What follows belongs to an exercise in optimizing a design on an open flow for small area, a short achievable clock period and few clock cycles per item; a production flow would make more cautious choices.
Where RTL was checked, it was by simulation tests only, not by an equivalence proof against the original.
Power and IR drop assume default switching activity.

## v6
==> flow/design.v <==
package video_pipeline_pkg;
  typedef enum logic [2:0] {
    REQ_IDLE  = 3'b001,
    REQ_READ  = 3'b010,
    REQ_STORE = 3'b100
  } req_state_e;
  typedef enum logic [1:0] {
    RESP_IDLE,
    RESP_FETCH,
    RESP_EMIT
  } resp_state_e;
  function automatic integer chunknum_bits(input integer hactive_bits, input integer chunk_bits);
    chunknum_bits = hactive_bits - chunk_bits;
  endfunction
  function automatic integer request_bits(input integer vactive_bits, input integer hactive_bits, input integer chunk_bits);
    request_bits = vactive_bits + chunknum_bits(hactive_bits, chunk_bits);
  endfunction
endpackage
module SyncFifo #(
  parameter int WIDTH     = 8,
  parameter int ADDR_BITS = 6
) (
  input  logic             clk,
  input  logic             rst,
  input  logic             rst_now_i,
  input  logic             wr_en_i,
  input  logic [WIDTH-1:0] wr_data_i,
  input  logic             pend_i,
  input  logic             rd_en_i,
  output logic [WIDTH-1:0] head_o,
  output logic             empty_o,
  output logic             full_o
);
  localparam int KB = ADDR_BITS - 1;
  localparam int D  = 2**KB;
  localparam int CB = ADDR_BITS + 1;
  logic [WIDTH-1:0]     mem_q [2][D];
  logic [WIDTH-1:0]     pre_q [2];
  logic [D-1:0]         hot_q [2];       
  localparam int AB = 2;                 
  localparam int BB = KB - AB;
  logic                 wr_lo_q;         
  logic [2**AB-1:0]     wa_q;
  logic [2**BB-1:0]     wb_q;
  logic                 rd_lo_q;         
  logic [CB-1:0]        cnt_q, rcnt_q, cnt_inc, cnt_dec, rcnt_inc, rcnt_dec;
  logic                 wr_d1_q, empty_q, full_q;
  logic                 e62, e63, e64;
  assign head_o  = pre_q[rd_lo_q];
  assign empty_o = empty_q;
  assign full_o  = full_q;
  assign e62     = cnt_q == CB'(2**ADDR_BITS-2);
  assign e63     = cnt_q == CB'(2**ADDR_BITS-1);
  assign e64     = cnt_q == CB'(2**ADDR_BITS);
  always_comb begin
    logic ci, cd, ri, rd;
    ci = 1'b1; cd = 1'b1; ri = 1'b1; rd = 1'b1;
    for (int i = 0; i < CB; i++) begin
      cnt_inc[i]  = cnt_q[i] ^ ci;
      cnt_dec[i]  = cnt_q[i] ^ cd;
      rcnt_inc[i] = rcnt_q[i] ^ ri;
      rcnt_dec[i] = rcnt_q[i] ^ rd;
      ci = ci & cnt_q[i];
      cd = cd & !cnt_q[i];
      ri = ri & rcnt_q[i];
      rd = rd & !rcnt_q[i];
    end
  end
  always_ff @(posedge clk)
    for (int l = 0; l < 2; l++)
      for (int b = 0; b < 2**BB; b++)
        for (int a = 0; a < 2**AB; a++)
          if (wr_en_i && wr_lo_q == l[0] && wb_q[b] && wa_q[a]) mem_q[l][b*2**AB+a] <= wr_data_i;
  always_ff @(posedge clk)
    for (int l = 0; l < 2; l++) begin
      logic [WIDTH-1:0] v;
      v = '0;
      for (int j = 0; j < D; j++) v = v | (mem_q[l][j] & {WIDTH{hot_q[l][j]}});
      pre_q[l] <= v;
    end
  always_ff @(posedge clk)
    if (rst || rst_now_i) begin
      empty_q <= 1'b1;
      full_q  <= 1'b0;
    end else begin
      case ({wr_en_i, pend_i, rd_en_i})
        3'b000, 3'b101, 3'b011: full_q <= e64;
        3'b100, 3'b010:         full_q <= e63;
        3'b110:                 full_q <= e62;
        default:                full_q <= 1'b0;
      endcase
      case ({wr_d1_q, rd_en_i})
        2'b10:   empty_q <= 1'b0;
        2'b01:   empty_q <= rcnt_q == CB'(1);
        default: ;
      endcase
    end
  always_ff @(posedge clk)
    if (rst) begin
      wr_lo_q  <= 1'b0;
      wa_q     <= (2**AB)'(1);
      wb_q     <= (2**BB)'(1);
      rd_lo_q  <= 1'b0;
      hot_q[0] <= D'(1);
      hot_q[1] <= D'(1);
      cnt_q    <= '0;
      rcnt_q   <= '0;
      wr_d1_q  <= 1'b0;
    end else begin
      wr_d1_q <= wr_en_i;
      if (wr_en_i) begin
        wr_lo_q <= !wr_lo_q;
        if (wr_lo_q) begin
          wa_q <= {wa_q[2**AB-2:0], wa_q[2**AB-1]};
          if (wa_q[2**AB-1]) wb_q <= {wb_q[2**BB-2:0], wb_q[2**BB-1]};
        end
      end
      if (rd_en_i) begin
        rd_lo_q          <= !rd_lo_q;
        hot_q[rd_lo_q]   <= {hot_q[rd_lo_q][D-2:0], hot_q[rd_lo_q][D-1]};
      end
      case ({wr_en_i, rd_en_i})
        2'b10:   cnt_q <= cnt_inc;
        2'b01:   cnt_q <= cnt_dec;
        default: ;
      endcase
      case ({wr_d1_q, rd_en_i})
        2'b10:   rcnt_q <= rcnt_inc;
        2'b01:   rcnt_q <= rcnt_dec;
        default: ;
      endcase
    end
endmodule
module video_pad_crop_filter #(
  parameter int CHUNK_BITS         = 5,
  parameter int HACTIVE_BITS       = 11,
  parameter int VACTIVE_BITS       = 11,
  parameter int BITS_PER_PIXEL     = 16,
  parameter int REQ_FIFO_ADDR_BITS = HACTIVE_BITS - CHUNK_BITS,
  parameter int PIX_FIFO_ADDR_BITS = CHUNK_BITS + 1
) (
  input  logic                                        scalerClock,
  input  logic                                        reset,
  input  logic                                        bypass,
  input  logic [VACTIVE_BITS-1:0]                     padTopRows,
  input  logic [HACTIVE_BITS-CHUNK_BITS-1:0]          padLeftChunks,
  input  logic [VACTIVE_BITS-1:0]                     sourceRows,
  input  logic [HACTIVE_BITS-CHUNK_BITS-1:0]          sourceChunks,
  input  logic [BITS_PER_PIXEL-1:0]                   padColor,
  output logic                                        downstreamRequestFifoReadEnable,
  input  logic                                        downstreamRequestFifoEmpty,
  input  logic [VACTIVE_BITS+HACTIVE_BITS-CHUNK_BITS-1:0] downstreamRequestFifoReadData,
  output logic                                        downstreamResponseFifoWriteEnable,
  input  logic                                        downstreamResponseFifoFull,
  output logic [BITS_PER_PIXEL-1:0]                   downstreamResponseFifoWriteData,
  input  logic                                        upstreamRequestFifoReadEnable,
  output logic                                        upstreamRequestFifoEmpty,
  output logic [VACTIVE_BITS+HACTIVE_BITS-CHUNK_BITS-1:0] upstreamRequestFifoReadData,
  input  logic                                        upstreamResponseFifoWriteEnable,
  output logic                                        upstreamResponseFifoFull,
  input  logic [BITS_PER_PIXEL-1:0]                   upstreamResponseFifoWriteData
);
  localparam int CNB = HACTIVE_BITS - CHUNK_BITS;
  localparam int RB  = VACTIVE_BITS + CNB;
  localparam int QA  = REQ_FIFO_ADDR_BITS;
  localparam int BPP = BITS_PER_PIXEL;
  localparam int QN  = 2**QA;
  logic rst_q;
  always_ff @(posedge scalerClock) rst_q <= reset;
  logic                    rd_q, vld_q, cmp_q, st_q, busy_q, br_q, bc_q, win_q;
  logic [RB-1:0]           xl_q;
  logic [VACTIVE_BITS-1:0] in_row;
  logic [CNB-1:0]          in_chunk;
  logic [VACTIVE_BITS:0]   d_row;
  logic [CNB:0]            d_chunk;
  logic                    up_push, fl_push;
  logic                    u_full, f_full_q;
  assign {in_row, in_chunk} = downstreamRequestFifoReadData;
  assign d_row   = {1'b0, in_row} - {1'b0, padTopRows};
  assign d_chunk = {1'b0, in_chunk} - {1'b0, padLeftChunks};
  assign up_push = st_q && win_q;
  assign fl_push = st_q;
  assign downstreamRequestFifoReadEnable = rd_q;
  always_ff @(posedge scalerClock)
    if (reset) rd_q <= 1'b0;
    else       rd_q <= !rst_q && !busy_q && !downstreamRequestFifoEmpty && !u_full && !f_full_q;
  always_ff @(posedge scalerClock)
    if (rst_q) begin
      vld_q  <= 1'b0;
      cmp_q  <= 1'b0;
      st_q   <= 1'b0;
      busy_q <= 1'b0;
    end else begin
      vld_q  <= rd_q;
      cmp_q  <= vld_q;
      st_q   <= cmp_q;
      busy_q <= busy_q ? !st_q : !downstreamRequestFifoEmpty && !u_full && !f_full_q;
    end
  always_ff @(posedge scalerClock) begin
    if (vld_q) begin
      xl_q <= bypass ? downstreamRequestFifoReadData : {d_row[VACTIVE_BITS-1:0], d_chunk[CNB-1:0]};
      br_q <= d_row[VACTIVE_BITS];
      bc_q <= d_chunk[CNB];
    end
    if (cmp_q)
      win_q <= bypass || (!br_q && !bc_q &&
                          xl_q[RB-1:CNB] < sourceRows && xl_q[CNB-1:0] < sourceChunks);
  end
  logic          u_pop, u_empty;
  logic [RB-1:0] u_head, u_rd_q;
  assign u_pop = upstreamRequestFifoReadEnable && !u_empty;
  assign upstreamRequestFifoEmpty    = u_empty;
  assign upstreamRequestFifoReadData = u_rd_q;
  SyncFifo #(.WIDTH(RB), .ADDR_BITS(QA)) u_up_req (
    .clk(scalerClock), .rst(rst_q), .rst_now_i(reset),
    .wr_en_i(up_push), .wr_data_i(xl_q), .pend_i(1'b0),
    .rd_en_i(u_pop), .head_o(u_head),
    .empty_o(u_empty), .full_o(u_full)
  );
  always_ff @(posedge scalerClock) u_rd_q <= u_head;
  logic [QN-1:0] fmem;
  logic [QA-1:0] f_wp, f_rp;
  logic [QA:0]   f_cnt, f_inc, f_dec;
  logic          f_pop, f_empty_q, f_head_q, f_rdy_q;
  always_comb begin
    logic ci, cd;
    ci = 1'b1; cd = 1'b1;
    for (int i = 0; i <= QA; i++) begin
      f_inc[i] = f_cnt[i] ^ ci;
      f_dec[i] = f_cnt[i] ^ cd;
      ci = ci & f_cnt[i];
      cd = cd & !f_cnt[i];
    end
  end
  always_ff @(posedge scalerClock) begin
    if (fl_push) fmem[f_wp] <= win_q;
    f_head_q <= fmem[f_rp];
  end
  always_ff @(posedge scalerClock)
    if (rst_q) begin
      f_wp      <= '0;
      f_rp      <= '0;
      f_cnt     <= '0;
      f_empty_q <= 1'b1;
      f_full_q  <= 1'b0;
      f_rdy_q   <= 1'b0;
    end else begin
      if (fl_push) f_wp <= f_wp + QA'(1);
      if (f_pop)   f_rp <= f_rp + QA'(1);
      f_rdy_q <= !f_empty_q && !f_pop;
      case ({fl_push, f_pop})
        2'b10: begin
          f_cnt     <= f_inc;
          f_empty_q <= 1'b0;
          f_full_q  <= f_cnt == (QA+1)'(QN-1);
        end
        2'b01: begin
          f_cnt     <= f_dec;
          f_empty_q <= f_cnt == (QA+1)'(1);
          f_full_q  <= 1'b0;
        end
        default: ;
      endcase
    end
  logic           p_acc, pin_v_q, p_pop, p_empty, p_full;
  logic [BPP-1:0] pin_d_q, p_head;
  assign p_acc = upstreamResponseFifoWriteEnable && !p_full;
  assign upstreamResponseFifoFull = p_full || reset;
  always_ff @(posedge scalerClock) begin
    if (rst_q) pin_v_q <= 1'b0;
    else       pin_v_q <= p_acc;
    pin_d_q <= upstreamResponseFifoWriteData;
  end
  SyncFifo #(.WIDTH(BPP), .ADDR_BITS(PIX_FIFO_ADDR_BITS)) u_pix (
    .clk(scalerClock), .rst(rst_q), .rst_now_i(reset),
    .wr_en_i(pin_v_q), .wr_data_i(pin_d_q), .pend_i(p_acc),
    .rd_en_i(p_pop), .head_o(p_head),
    .empty_o(p_empty), .full_o(p_full)
  );
  logic                  cur_v, cur_pad, i31_q, adv, issue, nxt;
  logic [CHUNK_BITS-1:0] idx;
  logic                  ov_q, dsf_q;
  logic [BPP-1:0]        wd_q;
  assign adv   = !ov_q || !dsf_q;
  assign issue = adv && cur_v && (cur_pad || !p_empty) && !rst_q;
  assign nxt   = !cur_v || (issue && i31_q);
  assign f_pop = nxt && f_rdy_q;
  assign p_pop = issue && !cur_pad;
  assign downstreamResponseFifoWriteEnable = ov_q && !dsf_q;
  assign downstreamResponseFifoWriteData   = wd_q;
  always_ff @(posedge scalerClock) begin
    dsf_q <= downstreamResponseFifoFull;
    if (reset)    ov_q <= 1'b0;
    else if (adv) ov_q <= issue;
    if (issue) wd_q <= cur_pad ? padColor : p_head;
  end
  always_ff @(posedge scalerClock)
    if (rst_q) begin
      cur_v   <= 1'b0;
      cur_pad <= 1'b0;
      idx     <= '0;
      i31_q   <= 1'b0;
    end else begin
      if (nxt) begin
        cur_v   <= f_rdy_q;
        cur_pad <= !f_head_q;
      end
      if (issue) begin
        idx   <= idx + CHUNK_BITS'(1);
        i31_q <= idx == CHUNK_BITS'(2**CHUNK_BITS-2);
      end
    end
endmodule
clock: 5.0 ns
lec_check: 0
cap_margin: 20
core_margin: 2
core_utilization: 40
cts_cluster_diameter: 100
cts_cluster_size: 30
setup_slack_margin: 2.5
slew_margin: 20
run.sh (not shown) runs the stock make flow with config.mk's settings and CLKGATE_MAP_FILE= SYNTH_SCRIPT=/design/flow/synth_recipe.tcl, a recipe that flattens the netlist after the stock synthesis.
Both conditions hold for v6: the flow ran to the end and the final layout passed the timing, DRC and antenna checks.
Testbench counts of v6, summed over its fixed seeds: cycles 37,036, pixels 36,864.
Here is what was changed in the inputs of v7 compared with v6.
-- flow/design.v --
<<< v6, line 44
  logic [2**BB-1:0]     wb_q;
  logic                 rd_lo_q;         
  logic [CB-1:0]        cnt_q, rcnt_q, cnt_inc, cnt_dec, rcnt_inc, rcnt_dec;
  logic                 wr_d1_q, empty_q, full_q;
  logic                 e62, e63, e64;
  assign head_o  = pre_q[rd_lo_q];
  assign empty_o = empty_q;
  assign full_o  = full_q;
  assign e62     = cnt_q == CB'(2**ADDR_BITS-2);
  assign e63     = cnt_q == CB'(2**ADDR_BITS-1);
  assign e64     = cnt_q == CB'(2**ADDR_BITS);
  always_comb begin
    logic ci, cd, ri, rd;
    ci = 1'b1; cd = 1'b1; ri = 1'b1; rd = 1'b1;
    for (int i = 0; i < CB; i++) begin
      cnt_inc[i]  = cnt_q[i] ^ ci;
      cnt_dec[i]  = cnt_q[i] ^ cd;
      rcnt_inc[i] = rcnt_q[i] ^ ri;
      rcnt_dec[i] = rcnt_q[i] ^ rd;
      ci = ci & cnt_q[i];
      cd = cd & !cnt_q[i];
      ri = ri & rcnt_q[i];
      rd = rd & !rcnt_q[i];
    end
  end
  always_ff @(posedge clk)
    for (int l = 0; l < 2; l++)
>>> v7, line 44
  logic [2**BB-1:0]     wb_q;
  logic                 rd_lo_q;         
  logic [CB-1:0]        cnt_q, rcnt_q, cnt_nx, rcnt_nx;
  logic                 wr_d1_q, rd_d1_q, empty_q, full_q;
  assign head_o  = pre_q[rd_lo_q];
  assign empty_o = empty_q;
  assign full_o  = full_q;
  assign cnt_nx  = cnt_q + CB'(wr_en_i) - CB'(rd_d1_q);
  assign rcnt_nx = rcnt_q + CB'(wr_d1_q) - CB'(rd_d1_q);
  always_ff @(posedge clk)
    for (int l = 0; l < 2; l++)
<<< v6, line 84
      full_q  <= 1'b0;
    end else begin
      case ({wr_en_i, pend_i, rd_en_i})
        3'b000, 3'b101, 3'b011: full_q <= e64;
        3'b100, 3'b010:         full_q <= e63;
        3'b110:                 full_q <= e62;
        default:                full_q <= 1'b0;
      endcase
      case ({wr_d1_q, rd_en_i})
        2'b10:   empty_q <= 1'b0;
        2'b01:   empty_q <= rcnt_q == CB'(1);
        default: ;
      endcase
    end
  always_ff @(posedge clk)
>>> v7, line 68
      full_q  <= 1'b0;
    end else begin
      case ({pend_i, rd_en_i})
        2'b10:   full_q <= cnt_nx == CB'(2**ADDR_BITS-1);
        2'b01:   full_q <= cnt_nx == CB'(2**ADDR_BITS+1);
        default: full_q <= cnt_nx == CB'(2**ADDR_BITS);
      endcase
      empty_q <= rd_en_i ? rcnt_nx == CB'(1) : rcnt_nx == CB'(0);
    end
  always_ff @(posedge clk)
<<< v6, line 107
      rcnt_q   <= '0;
      wr_d1_q  <= 1'b0;
    end else begin
      wr_d1_q <= wr_en_i;
      if (wr_en_i) begin
        wr_lo_q <= !wr_lo_q;
>>> v7, line 86
      rcnt_q   <= '0;
      wr_d1_q  <= 1'b0;
      rd_d1_q  <= 1'b0;
    end else begin
      wr_d1_q <= wr_en_i;
      rd_d1_q <= rd_en_i;
      if (wr_en_i) begin
        wr_lo_q <= !wr_lo_q;
<<< v6, line 120
        hot_q[rd_lo_q]   <= {hot_q[rd_lo_q][D-2:0], hot_q[rd_lo_q][D-1]};
      end
      case ({wr_en_i, rd_en_i})
        2'b10:   cnt_q <= cnt_inc;
        2'b01:   cnt_q <= cnt_dec;
        default: ;
      endcase
      case ({wr_d1_q, rd_en_i})
        2'b10:   rcnt_q <= rcnt_inc;
        2'b01:   rcnt_q <= rcnt_dec;
        default: ;
      endcase
    end
endmodule
>>> v7, line 101
        hot_q[rd_lo_q]   <= {hot_q[rd_lo_q][D-2:0], hot_q[rd_lo_q][D-1]};
      end
      cnt_q  <= cnt_nx;
      rcnt_q <= rcnt_nx;
    end
endmodule
Taking v6 as the reference, in v7 total power density per cell area up about 4%; total power +4.8%; sequential share of the synthesized area lower; xor and xnor fraction of the mapped netlist area shows no meaningful change; met2 usage fell 0.34 points. | proportion of power drawn by flip-flops and latches | v7 vs v6 | 2.4 points lower |. When the final numbers for v6 and v7 were put side by side, the met1 usage turned out to be greater in v6. Combinational power (v7 vs. v6) increases by more than half. v7 against v6; routed wire length is down by a few percent. Between v6 and v7, switching power total is higher for v7, v6 comes in under that. Of v6 and v7, v7 shows the higher gate count after technology mapping, with v6 below it.
No functional check of the RTL was part of v7.

afterwards: timing with drivers on the ports:
How much do the figures lean on ideal ports? The routed layouts below were timed once more, with nothing changed but the port constraints. Step 1 assumes that a clkbuf_16 drives the clock port and a buf_2 every other input. Step 2 also shifts input and output timing later by t, the mid clock arrival at the registers, as if the neighbouring blocks saw the same clock. Slacks: no drivers / after step 1 / after step 2; pairs: no drivers / after step 1.
run | shift t [ns] | slack for setup (ns) | slew at the worst register clock pin (ns) | worst data-port slew with drivers (ns)
v6 | 0.887 | 2.358 / 2.270 / 1.673 | 0.12 / 0.12 | 0.16
v7 | 0.895 | 2.212 / 2.212 / 1.678 | 0.12 / 0.12 | 0.14
After both steps setup and hold are still met in every run listed. For v6, which loses most, drivers alone change the setup slack by -0.088 ns; drivers and shift together by -0.685 ns.
